Source: an optimization exercise on an open RTL-to-GDS flow (aim: small area, a short achievable clock period and few clock cycles per item). Production flows keep margins and buffers that such runs may drop.
At most, simulation tests tie the RTL to the original design; equivalence was not proved.
Power and IR drop assume default switching activity.

Design ghash_tag_engine, start of the top module:
module ghash_tag_engine (
  input  logic         clk,
  input  logic         rst,
  input  logic [127:0] h_key,
  input  logic         h_load,
  input  logic [127:0] ek_y0,
  input  logic         ek_load,
  input  logic         start,
  input  logic         blk_valid,
  output logic         blk_ready,
  input  logic [127:0] blk_data,
  input  logic [4:0]   blk_bytes,
  input  logic         blk_type,
  input  logic         blk_last,
  output logic [127:0] tag,
  output logic [127:0] ghash_out,
  output logic         tag_valid,
  input  logic         tag_ready,
  output logic         busy,
  output logic         err
);
For scale: ~18000 cells after synthesis.
==> flow/config.mk <==
export PLATFORM = sky130hd
export DESIGN_NAME = ghash_tag_engine
export DESIGN_NICKNAME = ghash_tag_engine
export VERILOG_FILES = /design/flow/design.v
export SDC_FILE = /design/flow/constraint.sdc
export NUM_CORES = 4
export LEC_CHECK = 0
export CAP_MARGIN = 20
export CORE_MARGIN = 2
export CORE_UTILIZATION = 40
export SLEW_MARGIN = 20
==> flow/constraint.sdc <==
create_clock -name core_clock -period 8.0 [get_ports {clk}]
set_input_delay 1.6000 -clock core_clock [delete_from_list [all_inputs] [get_ports {clk}]]
set_output_delay 1.6000 -clock core_clock [all_outputs]
set_load 0.01 [all_outputs]
run.sh (not shown) runs the stock make flow with config.mk's settings and CLKGATE_MAP_FILE= SYNTH_SCRIPT=/design/flow/synth_recipe.tcl, a recipe that flattens the netlist after the stock synthesis.
Testbench counts at the start, summed over its fixed seeds: cycles 2,597, items 1,821.
Edit:
--- a/flow/config.mk
+++ b/flow/config.mk
@@ -10,0 +11,3 @@
+export CTS_CLUSTER_DIAMETER = 80
+export CTS_CLUSTER_SIZE = 25
+export SETUP_SLACK_MARGIN = 4.5
Effect:
- The new run produced a clean layout
- flip-flop and latch count is unchanged
- global-route usage climbs by 3.0 points
- setup slack gets better by 1.1 ns
- combinational power climbs by 16%
- die area stays the same
- cell area climbs by 5.0%
- via count climbs by 2.2%
- register-to-register slack gets better by 0.94 ns
- utilization climbs by 2.3 points
Edit:
--- a/flow/config.mk
+++ b/flow/config.mk
@@ -10,4 +10,4 @@
-export CORE_UTILIZATION = 40
-export CTS_CLUSTER_DIAMETER = 80
-export CTS_CLUSTER_SIZE = 25
-export SETUP_SLACK_MARGIN = 4.5
+export CORE_UTILIZATION = 33
+export CTS_CLUSTER_DIAMETER = 100
+export CTS_CLUSTER_SIZE = 20
+export SETUP_SLACK_MARGIN = 4.2
=> Power shrinks by 6.8%. Core utilization shrinks by 9.6 points. Area after synthesis does not change. Combinational power shrinks by 5.9%. Flip-flop and latch count is unchanged. Register-to-register slack is worse by 0.18 ns. Hold slack is worse by 0.021 ns. Fmax shrinks by 4.5%. Synthesized cell count stays the same.
Edit:
--- a/flow/config.mk
+++ b/flow/config.mk
@@ -10,4 +10,2 @@
-export CORE_UTILIZATION = 33
-export CTS_CLUSTER_DIAMETER = 100
-export CTS_CLUSTER_SIZE = 20
-export SETUP_SLACK_MARGIN = 4.2
+export CORE_UTILIZATION = 40
+export SETUP_SLACK_MARGIN = 4.5
Effect:
- The new run went through all stages and came out clean
- total power climbs by 8.8%
- die area falls by 17%
- wire length hardly moves
- non-clock buffer count increases by 209
- sequential power barely changes
- maximum frequency rises by 7.1%
Edit:
--- a/flow/config.mk
+++ b/flow/config.mk
@@ -10,0 +11,3 @@
+export CTS_CLUSTER_DIAMETER = 80
+export CTS_CLUSTER_SIZE = 25
+export PLACE_DENSITY = 0.72
Die area does not change.
Final area shrinks by 1.4%.
Clock-buffer cell count shrinks by 82.
Clock power shrinks by about 16%.
Edit:
--- a/flow/config.mk
+++ b/flow/config.mk
@@ -10,4 +10,3 @@
-export CORE_UTILIZATION = 40
-export CTS_CLUSTER_DIAMETER = 80
-export CTS_CLUSTER_SIZE = 25
-export PLACE_DENSITY = 0.72
+export CORE_UTILIZATION = 27
+export CTS_CLUSTER_DIAMETER = 100
+export CTS_CLUSTER_SIZE = 20
After rerunning: Synthesized area is unchanged; die area is higher by 48%; cell count rises by 9.6%; register-to-register slack gains 0.05 ns; first-iteration DRC count fell by 13%; critical path depth went down by 1; worst hold slack degrades by 0.0066 ns; design area is higher by 2.1%; clock skew rises by 0.064 ns; total power decreases by 0.49%.


## orange
ghash_tag_engine again, from the RTL that the note above started with.
clock: 8.0 ns
lec_check: 0
cap_margin: 20
core_margin: 2
core_utilization: 30
cts_cluster_diameter: 100
cts_cluster_size: 20
setup_slack_margin: 4.5
slew_margin: 20
Testbench counts of orange, summed over its fixed seeds: cycles 2,597, items 1,821.
Edits applied to the flow inputs when going from orange to green:
Settings: changing CORE_UTILIZATION from 30 to 40.
==> comparison <==
- Number of DRC violations after detailed routing came out exactly the same in orange and green.
- Compared with orange, green shows a global-route usage that is 11 points higher.
- Part of the power in the clock network across orange and green: no real change.


Another version of the RTL of ghash_tag_engine (not shown whole).
For scale: ~18000 cells after synthesis, about 660 I/O pins, about 140000 um2 of cells after synthesis.
Settings: LEC_CHECK=0, CAP_MARGIN=20, CORE_MARGIN=2, CORE_UTILIZATION=55, SETUP_SLACK_MARGIN=4.5, SLEW_MARGIN=20; clock period 8.0 ns.
==> next run, changes <==
CORE_UTILIZATION = 40   (was 55)
The changed run ran to the end with no violations.
Die area rises by 37%.
Utilization falls by 18 points.
Count of clock-buffer cells in the layout rises by 7.
Clock power rises by about 1%.
Area after synthesis does not change.
Hold slack stays flat.
Global-route usage falls by 13 points.
Design area rises by 0.90%.
Routed wire length rises by 3.5%.
==> next run, changes <==
CAP_MARGIN = 50   (was 20)
SLEW_MARGIN = 50   (was 20)
The new run finished with timing, DRC and antenna clean.
Power is higher by about 1.2%.
Synthesized area stays the same.
Count of clock-buffer cells in the layout is higher by 3.
Final cell count barely changes.
Design area is higher by 1.4%.
Global-route usage hardly moves.
Wire length barely changes.
No functional check of the RTL was part of any run of this note.

-- re-timing with driven ports --
How much do the figures lean on ideal ports? The routed layouts below were timed once more, with nothing changed but the port constraints.
Step 1, drivers: a clkbuf_16 drives clk and a buf_2 each remaining input, both assumed.
Step 2 adds t to the input delays and takes it off the output delays; t is the mean of the earliest and latest rising clock arrival at the registers after step 1. Input paths then give back, and output paths get back, about the clock's delay inside the block.
a / b / c = no drivers / after step 1 / after step 2; a / b = the first two.
run	t, ns	slack for setup (ns)	pins driven straight from the clock port
the first run of note 1	1.087	3.169 / 3.104 / 2.078	1
the second run of note 1	1.063	4.231 / 4.231 / 3.595	1
the third run of note 1	1.054	4.053 / 4.053 / 3.073	1
the fourth run of note 1	1.075	4.316 / 4.277 / 3.597	1
the fifth run of note 1	1.034	4.243 / 4.243 / 3.577	1
the sixth run of note 1	1.076	4.293 / 4.293 / 3.441	1
orange	1.070	4.261 / 4.261 / 3.427	1
green	1.102	4.167 / 4.167 / 3.594	1
the first run of note 3	1.012	4.128 / 4.128 / 3.566	1
the second run of note 3	1.062	4.257 / 4.257 / 3.559	1
the third run of note 3	1.077	4.341 / 4.341 / 3.555	1
After both steps every run listed still meets setup and hold. For the first run of note 1, which loses most, drivers alone change the setup slack by -0.065 ns; drivers and shift together by -1.091 ns.
